Context: an optimization exercise on an open-source flow, tuned for small area. The choices shown serve that exercise and are no tape-out recipe.
Only the layout flow was run in this run; the RTL was not checked for function there.
No activity file was given, so power comes from the tool's default toggle rates.

`flow/run.sh`:
```
#!/bin/bash
# synth_recipe.tcl (not shown) runs the flow's synth.tcl, then flattens the netlist and writes it again
# the make line also repeats each setting of config.mk as NAME=value (left out here)
make -C /OpenROAD-flow-scripts/flow DESIGN_CONFIG=/design/flow/config.mk WORK_HOME=/design/flow/orfs CLKGATE_MAP_FILE= SYNTH_SCRIPT=/design/flow/synth_recipe.tcl finish
```
`flow/config.mk`:
```
export PLATFORM = sky130hd
export DESIGN_NAME = addr_filter
export DESIGN_NICKNAME = addr_filter
export VERILOG_FILES = /design/flow/design.v
export SDC_FILE = /design/flow/constraint.sdc
export NUM_CORES = 4
export LEC_CHECK = 0
export CAP_MARGIN = 20
export CORE_MARGIN = 2
export CORE_UTILIZATION = 40
export SLEW_MARGIN = 20
```
`flow/constraint.sdc`:
```
create_clock -name core_clock -period 8.0 [get_ports {clk}]
set_input_delay 1.6000 -clock core_clock [delete_from_list [all_inputs] [get_ports {clk}]]
set_output_delay 1.6000 -clock core_clock [all_outputs]
set_load 0.01 [all_outputs]
```
`flow/design.v`:
```
package addr_filter_pkg;
  localparam int ID_W   = 4;
  localparam int ADDR_W = 64;
  localparam int DATA_W = 32;
  localparam int STRB_W = DATA_W / 8;
  localparam int WR_FIFO_DEPTH  = 16;
  localparam int WR_FIFO_SLACK  = 4;
  localparam int RD_FIFO_DEPTH  = 8;
  localparam int RD_FIFO_SLACK  = 3;
  localparam int RSP_FIFO_DEPTH = 8;
  localparam int RSP_FIFO_SLACK = 3;
  localparam int AX_W = ID_W + ADDR_W + 8 + 3 + 2;
  localparam int W_W  = DATA_W + STRB_W + 1;
  localparam int B_W  = ID_W + 2;
  localparam logic [ADDR_W-1:0] PIPE0_START = 64'h0000_0000_8000_0000;
  localparam logic [ADDR_W-1:0] PIPE0_END   = 64'h0000_0000_FFFF_FFFF;
  localparam logic [ADDR_W-1:0] PIPE1_START = 64'h0000_0008_8000_0000;
  localparam logic [ADDR_W-1:0] PIPE1_END   = 64'h0000_0009_FFFF_FFFF;
  localparam logic [ADDR_W-1:0] MSI_START   = 64'h0000_0000_2001_8000;
  localparam logic [ADDR_W-1:0] MSI_END     = 64'h0000_0000_2001_807F;
  typedef struct packed {
    logic [ID_W-1:0]   id;
    logic [ADDR_W-1:0] addr;
    logic [7:0]        len;
    logic [2:0]        size;
    logic [1:0]        burst;
  } ax_req_t;
  typedef struct packed {
    logic [DATA_W-1:0] data;
    logic [STRB_W-1:0] strb;
    logic              last;
  } w_beat_t;
  typedef struct packed {
    logic [ID_W-1:0] id;
    logic [1:0]      resp;
  } b_rsp_t;
  typedef logic [1:0] route_t;
  localparam logic [1:0] ROUTE_DP   = 2'd0;
  localparam logic [1:0] ROUTE_MSI  = 2'd1;
  localparam logic [1:0] ROUTE_DROP = 2'd2;
  function automatic logic [1:0] decode_route(input logic [ADDR_W-1:0] addr);
    if ((addr >= PIPE0_START && addr <= PIPE0_END) ||
        (addr >= PIPE1_START && addr <= PIPE1_END)) begin
      decode_route = ROUTE_DP;
    end else if (addr >= MSI_START && addr <= MSI_END) begin
      decode_route = ROUTE_MSI;
    end else begin
      decode_route = ROUTE_DROP;
    end
  endfunction
endpackage
`timescale 1ns/100ps
module axi_fifo #(
  parameter int  WIDTH     = 1,
  parameter int  DEPTH     = 16,
  parameter int  SLACK     = 4
) (
  input  logic     clk
 ,input  logic     rst
 ,input  logic [WIDTH-1:0] push_data
 ,input  logic     push_valid
 ,output  logic     push_ready
 ,output  logic [WIDTH-1:0] pop_data
 ,output  logic     empty
 ,input  logic     pop
);
  logic [WIDTH-1:0] mem [DEPTH];
  logic [$clog2(DEPTH)-1:0]   wr_ptr;
  logic [$clog2(DEPTH)-1:0]   rd_ptr;
  logic [$clog2(DEPTH+1)-1:0] count;
  logic                       do_push;
  assign do_push  = push_valid & push_ready;
  assign empty    = (count == '0);
  assign pop_data = mem[rd_ptr];
  always_ff @(posedge clk) begin
    if (do_push) begin
      mem[wr_ptr] <= push_data;
    end
  end
  always_ff @(posedge clk) begin
    if (rst) begin
      wr_ptr     <= '0;
      rd_ptr     <= '0;
      count      <= '0;
      push_ready <= 1'b0;
    end else begin
      push_ready <= (count < DEPTH - SLACK);
      if (do_push) begin
        wr_ptr <= (wr_ptr == DEPTH - 1) ? '0 : wr_ptr + 1'b1;
      end
      if (pop) begin
        rd_ptr <= (rd_ptr == DEPTH - 1) ? '0 : rd_ptr + 1'b1;
      end
      case ({do_push, pop})
        2'b10:   count <= count + 1'b1;
        2'b01:   count <= count - 1'b1;
        default: count <= count;
      endcase
    end
  end
endmodule
`timescale 1ns/100ps
module wr_router (
  input  logic    clk
 ,input  logic    rst
 ,input  addr_filter_pkg::ax_req_t igr_aw
 ,input  logic    igr_aw_valid
 ,output  logic    igr_aw_ready
 ,input  addr_filter_pkg::w_beat_t igr_w
 ,input  logic    igr_w_valid
 ,output  logic    igr_w_ready
 ,output  addr_filter_pkg::ax_req_t egr_aw
 ,output  addr_filter_pkg::w_beat_t egr_w
 ,output  logic    dp_aw_valid
 ,output  logic    dp_w_valid
 ,output  logic    msi_aw_valid
 ,output  logic    msi_w_valid
 ,input  logic    dp_aw_ready
 ,input  logic    dp_w_ready
 ,input  logic    msi_aw_ready
 ,input  logic    msi_w_ready
);
  logic   aw_empty;
  logic   w_empty;
  logic   aw_pop;
  logic   w_pop;
  logic   burst_pending;
  logic   burst_start;
  addr_filter_pkg::route_t start_route;
  addr_filter_pkg::route_t held_route;
  axi_fifo #(
    .WIDTH     (addr_filter_pkg::AX_W),
    .DEPTH     (addr_filter_pkg::WR_FIFO_DEPTH),
    .SLACK     (addr_filter_pkg::WR_FIFO_SLACK)
  ) u_aw_fifo (
    .clk        (clk),
    .rst        (rst),
    .push_data  (igr_aw),
    .push_valid (igr_aw_valid),
    .push_ready (igr_aw_ready),
    .pop_data   (egr_aw),
    .empty      (aw_empty),
    .pop        (aw_pop)
  );
  axi_fifo #(
    .WIDTH     (addr_filter_pkg::W_W),
    .DEPTH     (addr_filter_pkg::WR_FIFO_DEPTH),
    .SLACK     (addr_filter_pkg::WR_FIFO_SLACK)
  ) u_w_fifo (
    .clk        (clk),
    .rst        (rst),
    .push_data  (igr_w),
    .push_valid (igr_w_valid),
    .push_ready (igr_w_ready),
    .pop_data   (egr_w),
    .empty      (w_empty),
    .pop        (w_pop)
  );
  assign start_route = addr_filter_pkg::decode_route(egr_aw.addr);
  assign burst_start = !aw_empty && !w_empty && !burst_pending;
  always_comb begin
    dp_aw_valid  = 1'b0;
    dp_w_valid   = 1'b0;
    msi_aw_valid = 1'b0;
    msi_w_valid  = 1'b0;
    aw_pop       = 1'b0;
    w_pop        = 1'b0;
    if (burst_start) begin
      case (start_route)
        addr_filter_pkg::ROUTE_DP: begin
          dp_aw_valid = 1'b1;
          dp_w_valid  = 1'b1;
          aw_pop      = dp_aw_ready & dp_w_ready;
        end
        addr_filter_pkg::ROUTE_MSI: begin
          msi_aw_valid = 1'b1;
          msi_w_valid  = 1'b1;
          aw_pop       = msi_aw_ready & msi_w_ready;
        end
        default: aw_pop = 1'b1;
      endcase
      w_pop = aw_pop;
    end else if (burst_pending && !w_empty) begin
      case (held_route)
        addr_filter_pkg::ROUTE_DP: begin
          dp_w_valid = 1'b1;
          w_pop      = dp_w_ready;
        end
        addr_filter_pkg::ROUTE_MSI: begin
          msi_w_valid = 1'b1;
          w_pop       = msi_w_ready;
        end
        default: w_pop = 1'b1;
      endcase
    end
  end
  always_ff @(posedge clk) begin
    if (rst) begin
      burst_pending <= 1'b0;
      held_route    <= addr_filter_pkg::ROUTE_DROP;
    end else begin
      if (aw_pop) begin
        held_route <= start_route;
      end
      if (w_pop) begin
        burst_pending <= !egr_w.last;
      end
    end
  end
endmodule
`timescale 1ns/100ps
module rd_router (
  input  logic    clk
 ,input  logic    rst
 ,input  addr_filter_pkg::ax_req_t igr_ar
 ,input  logic    igr_ar_valid
 ,output  logic    igr_ar_ready
 ,output  addr_filter_pkg::ax_req_t egr_ar
 ,output  logic    dp_ar_valid
 ,output  logic    msi_ar_valid
 ,input  logic    dp_ar_ready
 ,input  logic    msi_ar_ready
);
  logic   ar_empty;
  logic   ar_pop;
  addr_filter_pkg::route_t ar_route;
  axi_fifo #(
    .WIDTH     (addr_filter_pkg::AX_W),
    .DEPTH     (addr_filter_pkg::RD_FIFO_DEPTH),
    .SLACK     (addr_filter_pkg::RD_FIFO_SLACK)
  ) u_ar_fifo (
    .clk        (clk),
    .rst        (rst),
    .push_data  (igr_ar),
    .push_valid (igr_ar_valid),
    .push_ready (igr_ar_ready),
    .pop_data   (egr_ar),
    .empty      (ar_empty),
    .pop        (ar_pop)
  );
  assign ar_route     = addr_filter_pkg::decode_route(egr_ar.addr);
  assign dp_ar_valid  = !ar_empty && (ar_route == addr_filter_pkg::ROUTE_DP);
  assign msi_ar_valid = !ar_empty && (ar_route == addr_filter_pkg::ROUTE_MSI);
  assign ar_pop = (dp_ar_valid && dp_ar_ready) ||
                  (msi_ar_valid && msi_ar_ready) ||
                  (!ar_empty && (ar_route == addr_filter_pkg::ROUTE_DROP));
endmodule
`timescale 1ns/100ps
module b_rsp_merge (
  input  logic   clk
 ,input  logic   rst
 ,input  addr_filter_pkg::b_rsp_t dp_b
 ,input  logic   dp_b_valid
 ,output  logic   dp_b_ready
 ,input  addr_filter_pkg::b_rsp_t msi_b
 ,input  logic   msi_b_valid
 ,output  logic   msi_b_ready
 ,output  addr_filter_pkg::b_rsp_t igr_b
 ,output  logic   igr_b_valid
 ,input  logic   igr_b_ready
);
  addr_filter_pkg::b_rsp_t dp_head;
  addr_filter_pkg::b_rsp_t msi_head;
  logic   dp_empty;
  logic   msi_empty;
  logic   dp_pop;
  logic   msi_pop;
  axi_fifo #(
    .WIDTH     (addr_filter_pkg::B_W),
    .DEPTH     (addr_filter_pkg::RSP_FIFO_DEPTH),
    .SLACK     (addr_filter_pkg::RSP_FIFO_SLACK)
  ) u_dp_fifo (
    .clk        (clk),
    .rst        (rst),
    .push_data  (dp_b),
    .push_valid (dp_b_valid),
    .push_ready (dp_b_ready),
    .pop_data   (dp_head),
    .empty      (dp_empty),
    .pop        (dp_pop)
  );
  axi_fifo #(
    .WIDTH     (addr_filter_pkg::B_W),
    .DEPTH     (addr_filter_pkg::RSP_FIFO_DEPTH),
    .SLACK     (addr_filter_pkg::RSP_FIFO_SLACK)
  ) u_msi_fifo (
    .clk        (clk),
    .rst        (rst),
    .push_data  (msi_b),
    .push_valid (msi_b_valid),
    .push_ready (msi_b_ready),
    .pop_data   (msi_head),
    .empty      (msi_empty),
    .pop        (msi_pop)
  );
  assign igr_b_valid = !msi_empty || !dp_empty;
  assign igr_b       = msi_empty ? dp_head : msi_head;
  assign msi_pop     = !msi_empty && igr_b_ready;
  assign dp_pop      = msi_empty && !dp_empty && igr_b_ready;
endmodule
`timescale 1ns/100ps
module addr_filter (
  input logic    clk
 ,input logic    rst
 ,input logic [80:0] igr_aw
 ,input logic    igr_aw_valid
 ,output logic    igr_aw_ready
 ,input logic [36:0] igr_w
 ,input logic    igr_w_valid
 ,output logic    igr_w_ready
 ,output logic [5:0]  igr_b
 ,output logic    igr_b_valid
 ,input logic    igr_b_ready
 ,input logic [80:0] igr_ar
 ,input logic    igr_ar_valid
 ,output logic    igr_ar_ready
 ,output logic [80:0] dp_aw
 ,output logic    dp_aw_valid
 ,input logic    dp_aw_ready
 ,output logic [36:0] dp_w
 ,output logic    dp_w_valid
 ,input logic    dp_w_ready
 ,input logic [5:0]  dp_b
 ,input logic    dp_b_valid
 ,output logic    dp_b_ready
 ,output logic [80:0] dp_ar
 ,output logic    dp_ar_valid
 ,input logic    dp_ar_ready
 ,output logic [80:0] msi_aw
 ,output logic    msi_aw_valid
 ,input logic    msi_aw_ready
 ,output logic [36:0] msi_w
 ,output logic    msi_w_valid
 ,input logic    msi_w_ready
 ,input logic [5:0]  msi_b
 ,input logic    msi_b_valid
 ,output logic    msi_b_ready
 ,output logic [80:0] msi_ar
 ,output logic    msi_ar_valid
 ,input logic    msi_ar_ready
);
  addr_filter_pkg::ax_req_t egr_aw;
  addr_filter_pkg::w_beat_t egr_w;
  addr_filter_pkg::ax_req_t egr_ar;
  assign dp_aw  = egr_aw;
  assign msi_aw = egr_aw;
  assign dp_w   = egr_w;
  assign msi_w  = egr_w;
  assign dp_ar  = egr_ar;
  assign msi_ar = egr_ar;
  wr_router u_wr_router (
    .clk          (clk),
    .rst          (rst),
    .igr_aw       (igr_aw),
    .igr_aw_valid (igr_aw_valid),
    .igr_aw_ready (igr_aw_ready),
    .igr_w        (igr_w),
    .igr_w_valid  (igr_w_valid),
    .igr_w_ready  (igr_w_ready),
    .egr_aw       (egr_aw),
    .egr_w        (egr_w),
    .dp_aw_valid  (dp_aw_valid),
    .dp_w_valid   (dp_w_valid),
    .msi_aw_valid (msi_aw_valid),
    .msi_w_valid  (msi_w_valid),
    .dp_aw_ready  (dp_aw_ready),
    .dp_w_ready   (dp_w_ready),
    .msi_aw_ready (msi_aw_ready),
    .msi_w_ready  (msi_w_ready)
  );
  rd_router u_rd_router (
    .clk          (clk),
    .rst          (rst),
    .igr_ar       (igr_ar),
    .igr_ar_valid (igr_ar_valid),
    .igr_ar_ready (igr_ar_ready),
    .egr_ar       (egr_ar),
    .dp_ar_valid  (dp_ar_valid),
    .msi_ar_valid (msi_ar_valid),
    .dp_ar_ready  (dp_ar_ready),
    .msi_ar_ready (msi_ar_ready)
  );
  b_rsp_merge u_b_rsp_merge (
    .clk         (clk),
    .rst         (rst),
    .dp_b        (dp_b),
    .dp_b_valid  (dp_b_valid),
    .dp_b_ready  (dp_b_ready),
    .msi_b       (msi_b),
    .msi_b_valid (msi_b_valid),
    .msi_b_ready (msi_b_ready),
    .igr_b       (igr_b),
    .igr_b_valid (igr_b_valid),
    .igr_b_ready (igr_b_ready)
  );
endmodule
```
==> metrics.md <==
| Metric | Value |
|---|---|
| Status | `complete, no violations` |
| Multi-input logic area | `21800 µm²` |
| Critical path's slowest cell | `dfxtp_4` |
| Top cell type's share of synthesized area | `75.6%` |
| Via Count | `between 40k and 50k` |
| Worst vdd ir | `approximately 0.23 mV` |
| Clk root buf | `clkbuf_16` |
| Number of global-route vias before repair | `49.8k` |
| Worst-margin pin slew | `1.14 ns` |
| DR iter-0 viols | `around 4.7k` |
| Register area | `just over 80000 µm²` |
| Yosys top cell by area | `edfxtp_1` |
| Area of the die | `266000 µm²` |
| Layout Utilization | `between 40% and 50%` |
| Register area share after synthesis | `77.1%` |
| Syn Inst Count | `around 4.6k` |
| Die width | `515 µm` |
| Worst Hold Margin | `0.471 ns` |
| Post-DP HPWL | `around 150000 µm` |
| Drt drc | `0` |
| Area Growth Syn to Fin | `18.5%` |
| Placed Area | `114000 µm²` |
| Leakage power total | `between 30 and 40 nW` |
| CTS tree | `yes` |
| Wire length per cell | `28.9 µm` |
| Initial Utilization | `40.3%` |
| Crit start category | `register` |
| Final worst path period need | `between 7 and 8 ns` |
| Final WL | `approximately 260000 µm` |
| Most used DFF post-synth | `edfxtp_1` |
| Largest net degree at the start of global routing | `107` |
| Slowest Stage Delay on Critical Path | `0.87 ns` |
| Core area | `260000 µm²` |
| Synth cell types | `62` |
| Global-route wire length before repair | `363000 µm` |
| Detail Route Antenna Nets | `0` |
| Worst skew pair latency | `0.97 ns` |
| Max-cap violations | `0` |
| Period utilization | `92.2%` |
| Worst-path cell chain | `buf_4, mux4_2, mux4_2, nand3b_1, or4_1, nor4_2, buf_4, and3_1, a21o_1, clkdlybuf4s50_1` |
| RSZ-0062 raised after global routing | `false` |
| Clock skew | `0.0996 ns` |
| Worst slew margin | `23.7%` |
| # Post-CTS Setup Buffers | `0` |
| Worst Setup End Kind | `output port` |
| Worst min path class | `register to register` |
| Critical path type | `register to output port` |
| TNS Setup | `0 ns` |
| Worst Path Arrival | `around 5.8 ns` |
| Total track usage | `19.1%` |
| Routed vias/inst | `5.56` |
| Syn avg cell area | `22.6 µm²` |
| Synthesized cell area | `between 100000 and 150000 µm²` |
| Share of post-route cells with drive strength above 1 | `25.2%` |
| Global route overflow | `0` |
| Syn nets | `4895` |
| Fin. max-slew vios | `0` |
| Register bit count reported by yosys | `2713` |
| CTS H-tree depth | `5` |
| Most frequent cells in the layout | `edfxtp_1 (2632), mux4_2 (711), clkdlybuf4s50_1 (639)` |
| Total CTS buffers | `300` |
| I/O Buffers | `between 600 and 700` |
| Clk slew on worst S/H paths | `about 0.05 ns` |
| Fill count | `21.0k` |
| Final net count | `5540` |
| Die height | `roughly 500 µm` |
| Clk sinks | `2713` |
| Final hold vios | `0` |
| Top post-synthesis cells by area | `edfxtp_1 (76%), mux4_2 (15%), dfxtp_1 (1.6%)` |
| Worst Path Required | `6.40 ns` |
| Drt pass-1 iters | `7` |
| Final setup vio count | `0` |
| Row Count | `~190` |
| Peak Freq | `136 MHz` |
| YS warnings | `6` |
| CTS max path bufs | `4` |
| Final Cell Area | `124000 µm²` |
| Commonest non-fill, non-tap cell in the layout | `edfxtp_1` |
| Async set or reset register ratio after synthesis | `0%` |
| Initial antenna violation count | `58` |
| Post-synth EDFFs | `2632` |
| Largest fanout on the critical path | `between 50 and 60` |
| Io pins | `641` |
| Cell area power density | `298 nW/µm²` |
| GP Congestion | `about 0.76` |
| Reg-to-reg slack, setup | `1.62 ns` |
## state kept, by name, indices dropped and copies added (netlist names), 2 cells and up, named ones only
name and count:
u_wr_router.u_aw_fifo.mem 1296, u_rd_router.u_ar_fifo.mem 648, u_wr_router.u_w_fifo.mem 592, u_b_rsp_merge.u_dp_fifo.mem 48, u_b_rsp_merge.u_msi_fifo.mem 48, u_wr_router.u_aw_fifo.count 5
u_wr_router.u_w_fifo.count 5, u_b_rsp_merge.u_dp_fifo.count 4, u_b_rsp_merge.u_msi_fifo.count 4, u_rd_router.u_ar_fifo.count 4, u_wr_router.u_aw_fifo.rd_ptr 4, u_wr_router.u_aw_fifo.wr_ptr 4
u_wr_router.u_w_fifo.rd_ptr 4, u_wr_router.u_w_fifo.wr_ptr 4, u_b_rsp_merge.u_dp_fifo.rd_ptr 3, u_b_rsp_merge.u_dp_fifo.wr_ptr 3, u_b_rsp_merge.u_msi_fifo.rd_ptr 3, u_b_rsp_merge.u_msi_fifo.wr_ptr 3
u_rd_router.u_ar_fifo.rd_ptr 3, u_rd_router.u_ar_fifo.wr_ptr 3, u_wr_router.held_route 2
## cell families after synthesis
logic type      count (synthesis)  share of synthesized area [%]
flops                        2713                           77.1
mux                           847                           16.7
buf+inv                       442                           2.41
simple gates                  349                           1.62
compound gates                208                           1.36
fa+ha+maj                      44                          0.562
xor+xnor                       23                          0.193
## worst max-delay path: cells and delay by family, from the launching register on
kind | cells | cell delay (ns)
AND/OR/NAND/NOR | 4 | 1.53
buffers and inverters | 3 | 1.38
multiplexers | 2 | 0.93
flip-flops | 1 | 0.87
AO/OA/AOI/OAI | 1 | 0.11
## per-stage QoR
stage / setup slack, ns / power, mW / instances
floorplan: 0.0201 / 21.1 / 4626
global placement: 1.12 / 24.0 / 8369
detailed placement: 1.10 / 24.0 / 8371
CTS: 0.0879 / 37.5 / 8890
global route: 0.294 / 38.4 / 8899
finish: 0.628 / 37.0 / 8912
## cells in the mapped netlist, types with 26 or more instances
cell,instances
buf_1,50
dfxtp_1,81
nand2_1,82
nor2_1,105
mux2i_1,52
ha_1,39
buf_2,29
buf_4,209
edfxtp_1,2632
a22oi_1,83
nor4_1,26
a21oi_1,54
nor3_1,38
mux2_2,84
mux4_2,711
clkbuf_1,121
## report_power, final
group | leakage [nW] | internal [mW] | switching (mW) | total, mW
clock | 4.63 | 8.04 | 5.36 | 13.4
combinational | 8.91 | 3.93 | 3.50 | 7.42
sequential | 24.4 | 15.8 | 0.320 | 16.2
total | 37.9 | 27.8 | 9.17 | 37.0
## metal layers
layer / vias to the layer above / routed length (µm) / track usage [%] / share of wire (%)
li1: 20600 / - / - / -
met2: 1794 / 126000 / 30.8 / 49
met4: 48 / 7270 / 6.17 / 2.8
met5: - / 318 / 0 / 0.12
met1: 26600 / 104000 / 25.4 / 40
met3: 430 / 19300 / 4.75 / 7.5
## cell type report
| cell class | count | area share [%] |
|---|---|---|
| clock inverters | 147 | 1.27 |
| diodes | 22 | 0.0444 |
| inverters | 27 | 0.0818 |
| well taps | 3402 | 3.44 |
| multi-input cells | 1471 | 17.6 |
| clock buffers | 372 | 6.40 |
| repair buffers | 758 | 6.08 |
| flip-flops and latches | 2713 | 65.1 |
## path summary, 6_finish.rpt
check,startpoint,end,depth (start not counted)
worst min-delay path,u_rd_router.u_ar_fifo.rd_ptr[1],register,2
worst max register to register,register,u_wr_router.u_w_fifo.count[4],17
worst min register to register,u_rd_router.u_ar_fifo.rd_ptr[1],register,2
worst max-delay path,register,msi_w_valid,10
## what timing repair did
action,in CTS,in global routing
hold buffers,0,0
gates resized for setup,0,1
endpoints found under the setup margin,0,1

==> separate check: timing with driven ports <==
Ports are ideal in the flow. The routed layout listed here was re-timed in OpenROAD. Step 1, drivers: a clkbuf_16 drives clk and a buf_2 each remaining input, both assumed. Step 2, shift: input delay + t, output delay - t, t = (earliest + latest rising clock arrival at the registers) / 2. This alone moves slack from input paths to output paths. a / b / c = ideal ports / drivers / drivers and shift; a / b = the first two.
shift t [ns]: 1.002
setup slack, ns: 0.628 / 0.533 / 1.535
hold WS [ns]: 0.471 / 0.471 / 0.471
worst setup path at the end: register to output
latest minus earliest clock arrival (ns): 0.128 / 0.128
After both steps this run still meets setup and hold. The setup slack of this run moves by -0.095 ns with the drivers and by +0.907 ns with both steps.
